Background: an optimization exercise with open tools, aiming at a short achievable clock period and few clock cycles per item. Do not read the settings as production practice.
The RTL was checked by simulation tests, not by an equivalence proof against the original design.
Power is estimated from default activity; no workload was simulated.

**design/flow/config.mk**
```make
export PLATFORM = sky130hd
export DESIGN_NAME = cpu
export DESIGN_NICKNAME = cpu
export VERILOG_FILES = /design/flow/design.v
export SDC_FILE = /design/flow/constraint.sdc
export NUM_CORES = 4
export LEC_CHECK = 0
export CAP_MARGIN = 20
export CORE_MARGIN = 2
export CORE_UTILIZATION = 40
export SLEW_MARGIN = 20
```
**design/flow/constraint.sdc**
```tcl
create_clock -name core_clock -period 9.0 [get_ports {clk_in}]
set_input_delay 1.8000 -clock core_clock [delete_from_list [all_inputs] [get_ports {clk_in}]]
set_output_delay 1.8000 -clock core_clock [all_outputs]
set_load 0.01 [all_outputs]
```
**design/flow/design.v**
```verilog
package cpu_pkg;
    localparam int DATA_BITS = 32;
    typedef logic [DATA_BITS-1:0] data_t;
    localparam int MEM_ADDR_BITS = 18;
    localparam int INST_BYTES = 4;
    localparam logic [6:0] OPCODE_JAL = 7'b1101111;
    typedef struct packed {
        logic [24:0] fields;
        logic [6:0]  opcode;
    } base_fmt_t;
    typedef struct packed {
        logic       imm20;
        logic [9:0] imm10_1;
        logic       imm11;
        logic [7:0] imm19_12;
        logic [4:0] rd;
        logic [6:0] opcode;
    } j_fmt_t;
    typedef union packed {
        base_fmt_t base_fmt;
        j_fmt_t    j_fmt;
    } inst_u;
endpackage
`timescale 1ns/1ns
module mem_ctrl (
    input  logic           clk_in,
    input  logic           rst,
    input  logic           rdy,
    input  logic [7:0]     mem_din,
    output cpu_pkg::data_t mem_a,
    input  logic           bus_req,
    input  cpu_pkg::data_t bus_addr,
    output logic           bus_ok,
    output cpu_pkg::data_t bus_word
);
    logic        busy;
    logic [2:0]  cnt;
    logic [23:0] low_bytes;
    logic        capture;
    assign capture = busy && (cnt != 3'd0) && (cnt != cpu_pkg::INST_BYTES);
    assign bus_ok   = busy && (cnt == cpu_pkg::INST_BYTES);
    assign bus_word = {mem_din, low_bytes};
    always_ff @(posedge clk_in) begin
        if (rst) begin
            busy  <= 1'b0;
            cnt   <= 3'd0;
            mem_a <= '0;
        end else if (rdy) begin
            if (!busy) begin
                if (bus_req) begin
                    busy  <= 1'b1;
                    cnt   <= 3'd0;
                    mem_a <= cpu_pkg::data_t'(bus_addr[cpu_pkg::MEM_ADDR_BITS-1:0]);
                end
            end else begin
                cnt <= cnt + 3'd1;
                if (cnt < cpu_pkg::INST_BYTES - 1) begin
                    mem_a[1:0] <= mem_a[1:0] + 2'd1;
                end
                if (cnt == cpu_pkg::INST_BYTES) begin
                    busy <= 1'b0;
                end
            end
        end
    end
    always_ff @(posedge clk_in) begin
        if (rdy && capture) begin
            low_bytes <= {mem_din, low_bytes[23:8]};
        end
    end
endmodule
`timescale 1ns/1ns
module icache #(
    parameter int ICACHE_INDEX_BITS = 6
) (
    input  logic           clk_in,
    input  logic           rst,
    input  logic           rdy,
    input  cpu_pkg::data_t lookup_addr,
    input  logic           fill_en,
    input  cpu_pkg::data_t fill_addr,
    input  cpu_pkg::data_t fill_word,
    output logic           hit,
    output cpu_pkg::data_t hit_word
);
    localparam int LINES    = 1 << ICACHE_INDEX_BITS;
    localparam int OFF_BITS = $clog2(cpu_pkg::INST_BYTES);
    localparam int TAG_BITS = cpu_pkg::DATA_BITS - ICACHE_INDEX_BITS - OFF_BITS;
    logic [LINES-1:0]    valid;
    logic [TAG_BITS-1:0] tags [LINES];
    cpu_pkg::data_t               words [LINES];
    logic [ICACHE_INDEX_BITS-1:0] rd_idx;
    logic [TAG_BITS-1:0]          rd_tag;
    logic [ICACHE_INDEX_BITS-1:0] wr_idx;
    logic [TAG_BITS-1:0]          wr_tag;
    assign rd_idx = lookup_addr[OFF_BITS +: ICACHE_INDEX_BITS];
    assign rd_tag = lookup_addr[cpu_pkg::DATA_BITS-1 -: TAG_BITS];
    assign wr_idx = fill_addr[OFF_BITS +: ICACHE_INDEX_BITS];
    assign wr_tag = fill_addr[cpu_pkg::DATA_BITS-1 -: TAG_BITS];
    assign hit      = valid[rd_idx] && (tags[rd_idx] == rd_tag);
    assign hit_word = words[rd_idx];
    always_ff @(posedge clk_in) begin
        if (rst) begin
            valid <= '0;
        end else if (rdy && fill_en) begin
            valid[wr_idx] <= 1'b1;
        end
    end
    always_ff @(posedge clk_in) begin
        if (rdy && fill_en) begin
            tags[wr_idx]  <= wr_tag;
            words[wr_idx] <= fill_word;
        end
    end
endmodule
`timescale 1ns/1ns
module fetch_unit (
    input  logic           clk_in,
    input  logic           rst,
    input  logic           rdy,
    output cpu_pkg::data_t cache_lookup_addr,
    output logic           cache_fill_en,
    output cpu_pkg::data_t cache_fill_addr,
    output cpu_pkg::data_t cache_fill_word,
    input  logic           cache_hit,
    input  cpu_pkg::data_t cache_hit_word,
    output logic           mem_req,
    output cpu_pkg::data_t mem_addr,
    input  logic           mem_ok,
    input  cpu_pkg::data_t mem_word,
    output logic           queue_push,
    output cpu_pkg::data_t queue_push_pc,
    output cpu_pkg::data_t queue_push_word,
    input  logic           queue_full
);
    cpu_pkg::data_t pc;
    logic  mem_wait;
    cpu_pkg::inst_u cur_inst;
    logic  avail;
    logic  take;
    cpu_pkg::data_t jal_off;
    cpu_pkg::data_t next_pc;
    assign cur_inst = mem_wait ? mem_word : cache_hit_word;
    assign avail    = mem_wait ? mem_ok : cache_hit;
    assign take     = avail && !queue_full;
    assign jal_off = {{11{cur_inst.j_fmt.imm20}},
                      cur_inst.j_fmt.imm20,
                      cur_inst.j_fmt.imm19_12,
                      cur_inst.j_fmt.imm11,
                      cur_inst.j_fmt.imm10_1,
                      1'b0};
    assign next_pc = (cur_inst.base_fmt.opcode == cpu_pkg::OPCODE_JAL) ? pc + jal_off : pc + cpu_pkg::INST_BYTES;
    assign cache_lookup_addr = pc;
    assign cache_fill_en     = mem_wait && mem_ok;
    assign cache_fill_addr   = pc;
    assign cache_fill_word   = mem_word;
    assign mem_req  = mem_wait;
    assign mem_addr = pc;
    assign queue_push      = take;
    assign queue_push_pc   = pc;
    assign queue_push_word = cur_inst;
    always_ff @(posedge clk_in) begin
        if (rst) begin
            pc       <= '0;
            mem_wait <= 1'b0;
        end else if (rdy) begin
            if (take) begin
                pc <= next_pc;
            end
            if (mem_wait) begin
                if (mem_ok) begin
                    mem_wait <= 1'b0;
                end
            end else if (!cache_hit && !queue_full) begin
                mem_wait <= 1'b1;
            end
        end
    end
endmodule
`timescale 1ns/1ns
module inst_queue #(
    parameter int QUEUE_DEPTH = 4
) (
    input  logic           clk_in,
    input  logic           rst,
    input  logic           rdy,
    input  logic           in_push,
    input  cpu_pkg::data_t in_push_pc,
    input  cpu_pkg::data_t in_push_word,
    output logic           in_full,
    output logic           ins_valid,
    output cpu_pkg::data_t ins_pc,
    output cpu_pkg::data_t ins_word,
    input  logic           ins_ready
);
    localparam int PTR_BITS = $clog2(QUEUE_DEPTH);
    cpu_pkg::data_t pc_mem [QUEUE_DEPTH];
    cpu_pkg::data_t word_mem [QUEUE_DEPTH];
    logic [PTR_BITS-1:0] rd_ptr;
    logic [PTR_BITS-1:0] wr_ptr;
    logic [PTR_BITS:0]   count;
    logic                do_push;
    logic                do_pop;
    assign in_full   = (count == QUEUE_DEPTH);
    assign ins_valid = (count != '0);
    assign ins_pc    = pc_mem[rd_ptr];
    assign ins_word  = word_mem[rd_ptr];
    assign do_push = in_push && !in_full;
    assign do_pop  = ins_valid && ins_ready;
    always_ff @(posedge clk_in) begin
        if (rst) begin
            rd_ptr <= '0;
            wr_ptr <= '0;
            count  <= '0;
        end else if (rdy) begin
            if (do_push) begin
                wr_ptr <= wr_ptr + 1'b1;
            end
            if (do_pop) begin
                rd_ptr <= rd_ptr + 1'b1;
            end
            case ({do_push, do_pop})
                2'b10:   count <= count + 1'b1;
                2'b01:   count <= count - 1'b1;
                default: count <= count;
            endcase
        end
    end
    always_ff @(posedge clk_in) begin
        if (rdy && do_push) begin
            pc_mem[wr_ptr]   <= in_push_pc;
            word_mem[wr_ptr] <= in_push_word;
        end
    end
endmodule
`timescale 1ns/1ns
module cpu #(
    parameter int ICACHE_INDEX_BITS = 6,
    parameter int QUEUE_DEPTH       = 4
) (
    input  logic           clk_in,
    input  logic           rst,
    input  logic           rdy,
    input  logic [7:0]     mem_din,
    output logic [7:0]     mem_dout,
    output cpu_pkg::data_t mem_a,
    output logic           mem_wr,
    output logic           ins_valid,
    output cpu_pkg::data_t ins_pc,
    output cpu_pkg::data_t ins_word,
    input  logic           ins_ready
);
    logic  mem_bus_req;
    cpu_pkg::data_t mem_bus_addr;
    logic  mem_bus_ok;
    cpu_pkg::data_t mem_bus_word;
    cpu_pkg::data_t cache_lookup_addr;
    logic  cache_hit;
    cpu_pkg::data_t cache_hit_word;
    logic  cache_fill_en;
    cpu_pkg::data_t cache_fill_addr;
    cpu_pkg::data_t cache_fill_word;
    logic  queue_push;
    cpu_pkg::data_t queue_push_pc;
    cpu_pkg::data_t queue_push_word;
    logic  queue_full;
    assign mem_dout = 8'd0;
    assign mem_wr   = 1'b0;
    mem_ctrl u_mem_ctrl (
        .clk_in   (clk_in),
        .rst      (rst),
        .rdy      (rdy),
        .mem_din  (mem_din),
        .mem_a    (mem_a),
        .bus_req  (mem_bus_req),
        .bus_addr (mem_bus_addr),
        .bus_ok   (mem_bus_ok),
        .bus_word (mem_bus_word)
    );
    icache #(
        .ICACHE_INDEX_BITS (ICACHE_INDEX_BITS)
    ) u_icache (
        .clk_in      (clk_in),
        .rst         (rst),
        .rdy         (rdy),
        .lookup_addr (cache_lookup_addr),
        .fill_en     (cache_fill_en),
        .fill_addr   (cache_fill_addr),
        .fill_word   (cache_fill_word),
        .hit         (cache_hit),
        .hit_word    (cache_hit_word)
    );
    fetch_unit u_fetch_unit (
        .clk_in            (clk_in),
        .rst               (rst),
        .rdy               (rdy),
        .cache_lookup_addr (cache_lookup_addr),
        .cache_fill_en     (cache_fill_en),
        .cache_fill_addr   (cache_fill_addr),
        .cache_fill_word   (cache_fill_word),
        .cache_hit         (cache_hit),
        .cache_hit_word    (cache_hit_word),
        .mem_req           (mem_bus_req),
        .mem_addr          (mem_bus_addr),
        .mem_ok            (mem_bus_ok),
        .mem_word          (mem_bus_word),
        .queue_push        (queue_push),
        .queue_push_pc     (queue_push_pc),
        .queue_push_word   (queue_push_word),
        .queue_full        (queue_full)
    );
    inst_queue #(
        .QUEUE_DEPTH (QUEUE_DEPTH)
    ) u_inst_queue (
        .clk_in       (clk_in),
        .rst          (rst),
        .rdy          (rdy),
        .in_push      (queue_push),
        .in_push_pc   (queue_push_pc),
        .in_push_word (queue_push_word),
        .in_full      (queue_full),
        .ins_valid    (ins_valid),
        .ins_pc       (ins_pc),
        .ins_word     (ins_word),
        .ins_ready    (ins_ready)
    );
endmodule
```
**design/flow/run.sh**
```bash
#!/bin/bash
# synth_recipe.tcl (not shown) runs the flow's synth.tcl, then flattens the netlist and writes it again
# the make line also repeats each setting of config.mk as NAME=value (left out here)
make -C /OpenROAD-flow-scripts/flow DESIGN_CONFIG=/design/flow/config.mk WORK_HOME=/design/flow/orfs CLKGATE_MAP_FILE= SYNTH_SCRIPT=/design/flow/synth_recipe.tcl finish
```
==> reports/qor.yml <==
worst_setup_path:
  cp_cell_sequence: "buf_12, mux4_2, mux4_2, mux4_2, nand2_1, nand2_1, ha_1, a21oi_1, o211ai_1, and3b_1, o31ai_1, a211oi_1, a2111oi_0, nor2_1, a221o_1, o31a_1, a211oi_2, mux2_1"
  required_ps: 9840
  r2r_slack_ps: 1360
  crit_fanout: 46
  crit_type: "reg -> reg"
  critical_path.max_stage_delay_ps: 900
  cpMostUsedCell: "mux4_2"
  endpoint_kind: "flip-flop"
  slowest_stage: "dfxtp_4"
  worstPathArrival_ps: 8480
  critPathLaunchType: "flip-flop"
clocking:
  cts_inserted_buffers: 398
  cts_num_sinks: 3993
  postCtsHoldBufs: 0
  postCtsSetupBuffers: 0
  clockRootBuffer: "clkbuf_16"
  clock_latency_ps: 990
  htree_num_levels: 5
  cts_resized: 0
  clockBufferDepth: 4
  clkTransAtPathRegs_ps: 60
  cts_tree: "yes"
timing:
  fmax_ghz: 0.131
  tightestPinTransition_ps: 1240
  setup_viol: 0
  period_share: 0.849
  drv_slew: 0
  rsz0062_at_grt: "no"
  hold_violations: 0
  final.min_clock_period_ps: 7640
  setup_tns_ps: 0
  clock_skew_ps: 75.7
  slew_headroom: 0.176
  hold_slack_ps: 457
routing:
  wl_um: 486000
  num_vias: 82156
  drc: 0
  drt-pass1-iter-count: 6
  drt_iter0_drc: 13322
  antenna_left: 0
  via_per_inst: 6.20
  wire_per_inst_um: 36.7
global_routing:
  antenna_found_initial: 15
  grt_pass1_wl_um: 664000
  grt_pass1_vias: 80333
  grt-ovfl-total: 0
  globalRouteTotalUtil: 0.241
  grt_max_degree: 96
layout:
  multiInputGateArea_um2: 35700
  layout-drive-gt1-share: 0.255
  fillers: 32218
  final_nets: 7769
  syn_to_final_growth_pct: 14.2
  final-seq-area_um2: 119000
  final_area_um2: 178000
placed_design:
  postPlaceCellArea_um2: 165000
  place_congestion: 0.896
  dp_hpwl_um: 260000
  port_buffers: 93
pwr:
  leakage_uw: 0.0542
  vdd_drop_max_uv: 176
  power_density_nw_per_um2: 208
floorplan:
  initial_core_util: 0.401
  core_area_um2: 389000
  dieHeight_um: 628
  top_level_ports: 118
  row_count: 229
  die_area_um2: 395000
  fp.dieW_um: 628
yosys:
  synth.yosys.seq_area_share: 0.761
  netlist_area_um2: 156000
  syn_area_per_cell_um2: 21.2
  yosysTopAreaCell: "edfxtp_1"
  synth_common_cells: "edfxtp_1 (3860), mux4_2 (1017), nand2_1 (275), nor2_1 (263), mux2i_1 (225)"
  synth_area_leaders: "edfxtp_1 (74%), mux4_2 (15%), dfxtp_1 (1.7%), mux2i_1 (1.4%), nand2_1 (0.66%)"
  yosysMostFrequentCell: "edfxtp_1"
  async_flop_share: 0
  netlist.area_leader.share: 0.744
  synth_cells: 7338
  synth_edf_count: 3860
  ys_ff_latch: 3993
  synth_cell_types: 86
  synth-main-ff-cell: "edfxtp_1"
  yosys_warnings: 4
job:
  cap_violations: 0
worst_hold_path:
  hold_path_class: "reg -> reg"
run_status:
  status: "timing/DRC/antenna clean"
==> stage by stage <==
step,setup WS (ps),utilization,power (µW),std cells
4_1_cts,1520,0.458,37200,13245
3_3_place_gp,1510,0.424,20700,12501
6_report,1360,0.458,37000,13254
2_1_floorplan,1670,-,20600,7361
5_1_grt,1010,0.458,37900,13249
3_5_place_dp,1550,0.424,20700,12508
==> layer usage <==
| metal | GRT usage | wire length (µm) | share of wire |
|---|---|---|---|
| met1 | 0.333 | 187000 | 0.39 |
| met3 | 0.0453 | 49000 | 0.10 |
| met2 | 0.382 | 230000 | 0.47 |
| met4 | 0.0880 | 19300 | 0.040 |
| met5 | 0 | 13 | 0.000027 |
==> cells in the final DEF, fill, tap and decap left out, types with 19 or more instances in the layout <==
cell type / count
mux4_2: 1017
clkbuf_1: 78
ha_1: 42
mux2i_1: 225
clkinv_2: 75
o211ai_1: 19
and2_1: 21
edfxtp_1: 3860
o22ai_1: 35
buf_4: 219
dfxtp_2: 26
nor3_1: 34
bufinv_16: 40
a22oi_1: 92
and3_1: 25
buf_12: 61
inv_1: 29
o21ai_0: 60
nand3_1: 77
conb_1: 24
nand2_1: 275
nor2_1: 199
mux2_2: 23
xor2_1: 21
clkbuf_16: 407
nor2b_1: 40
nand2b_1: 35
dfxtp_1: 99
xnor2_1: 30
a211oi_1: 20
clkdlybuf4s50_1: 84
nor2_4: 63
a21oi_1: 177
nand4_1: 28
clkinv_1: 93
==> critical path, delay by kind of cell, from the launching register on <==
family,cells,cell delay [ps]
AOI/OAI and AO/OA,8,2750
buffers and inverters,1,390
adders and majority gates,1,490
DFF,1,900
muxes,4,1950
and+or+nand+nor,4,820
==> registers in the layout, summed over array words and instances (netlist names), named ones only <==
name                   cells
u_fetch_unit.pc           31
u_mem_ctrl.low_bytes      24
u_icache.valid            64
u_icache.tags           1536
u_inst_queue.word_mem    128
u_inst_queue.wr_ptr        2
u_inst_queue.rd_ptr        2
u_mem_ctrl.busy            1
u_inst_queue.pc_mem      124
u_icache.words          2048
u_fetch_unit.mem_wait      1
u_mem_ctrl.mem_a          18
u_inst_queue.count         3
u_mem_ctrl.cnt             3
==> power by group <==
part           switching (µW)  internal, µW  total [µW]
clock network            7200          9510       16700
logic                     175          34.5         209
registers                3.32         20100       20100
total                    7370         29700       37000
==> logic make-up (layout without fill, tap and decap cells) <==
| kind of cell | Yosys count | count (layout) | share of synthesized area |
|---|---|---|---|
| xor gates and xnor gates | 51 | 51 | 0.00287 |
| buffers and inverters | 465 | 1154 | 0.0144 |
| AOI/OAI and AO/OA | 635 | 635 | 0.0285 |
| adders and majority gates | 44 | 44 | 0.00363 |
| and+or+nand+nor | 882 | 882 | 0.0265 |
| DFF | 3993 | 3993 | 0.761 |
| muxes | 1267 | 1267 | 0.163 |
| other | 1 | 31 | 0.0000241 |
==> layout make-up <==
cell class | count | area share
flip-flops and latches | 3993 | 0.667
clock buffers | 492 | 0.0593
repair buffers | 380 | 0.0222
diodes | 7 | 0.0000984
well taps | 5197 | 0.0365
inverters | 37 | 0.000837
multi-input cells | 2903 | 0.200
clock inverters | 245 | 0.0138
==> path summary, 6_finish.rpt <==
check / endpoint / from / cells after the start
setup reg to reg: u_fetch_unit.pc[31] / flip-flop / 18
hold / removal: u_mem_ctrl.mem_a[5] / u_mem_ctrl.mem_a[5] / 2
hold reg to reg: u_mem_ctrl.mem_a[5] / u_mem_ctrl.mem_a[5] / 2
setup / recovery: u_fetch_unit.pc[31] / flip-flop / 18
Testbench counts, summed over its fixed seeds: cycles 129,602, items 32,000.

re-timing with driven ports:
No port has a modelled driver above. Below, the same layout with a new extraction and two added sets of constraints. Step 1 assumes that a clkbuf_16 drives the clock port and a buf_2 every other input. Step 2 times the ports against the registers' clock, not the clock port: input delays grow and output delays shrink by t, the midpoint of the rising clock arrivals with the driver on. Three values: ideal, step 1, step 2; two values: the first two.
t (ns): 1.052
setup WS [ns]: 1.359 / 1.359 / 1.359
worst hold slack (ns): 0.457 / 0.457 / 0.457
After both steps setup and hold are still met in this run. For this run, drivers alone change the setup slack by 0.000 ns; drivers and shift together by 0.000 ns.
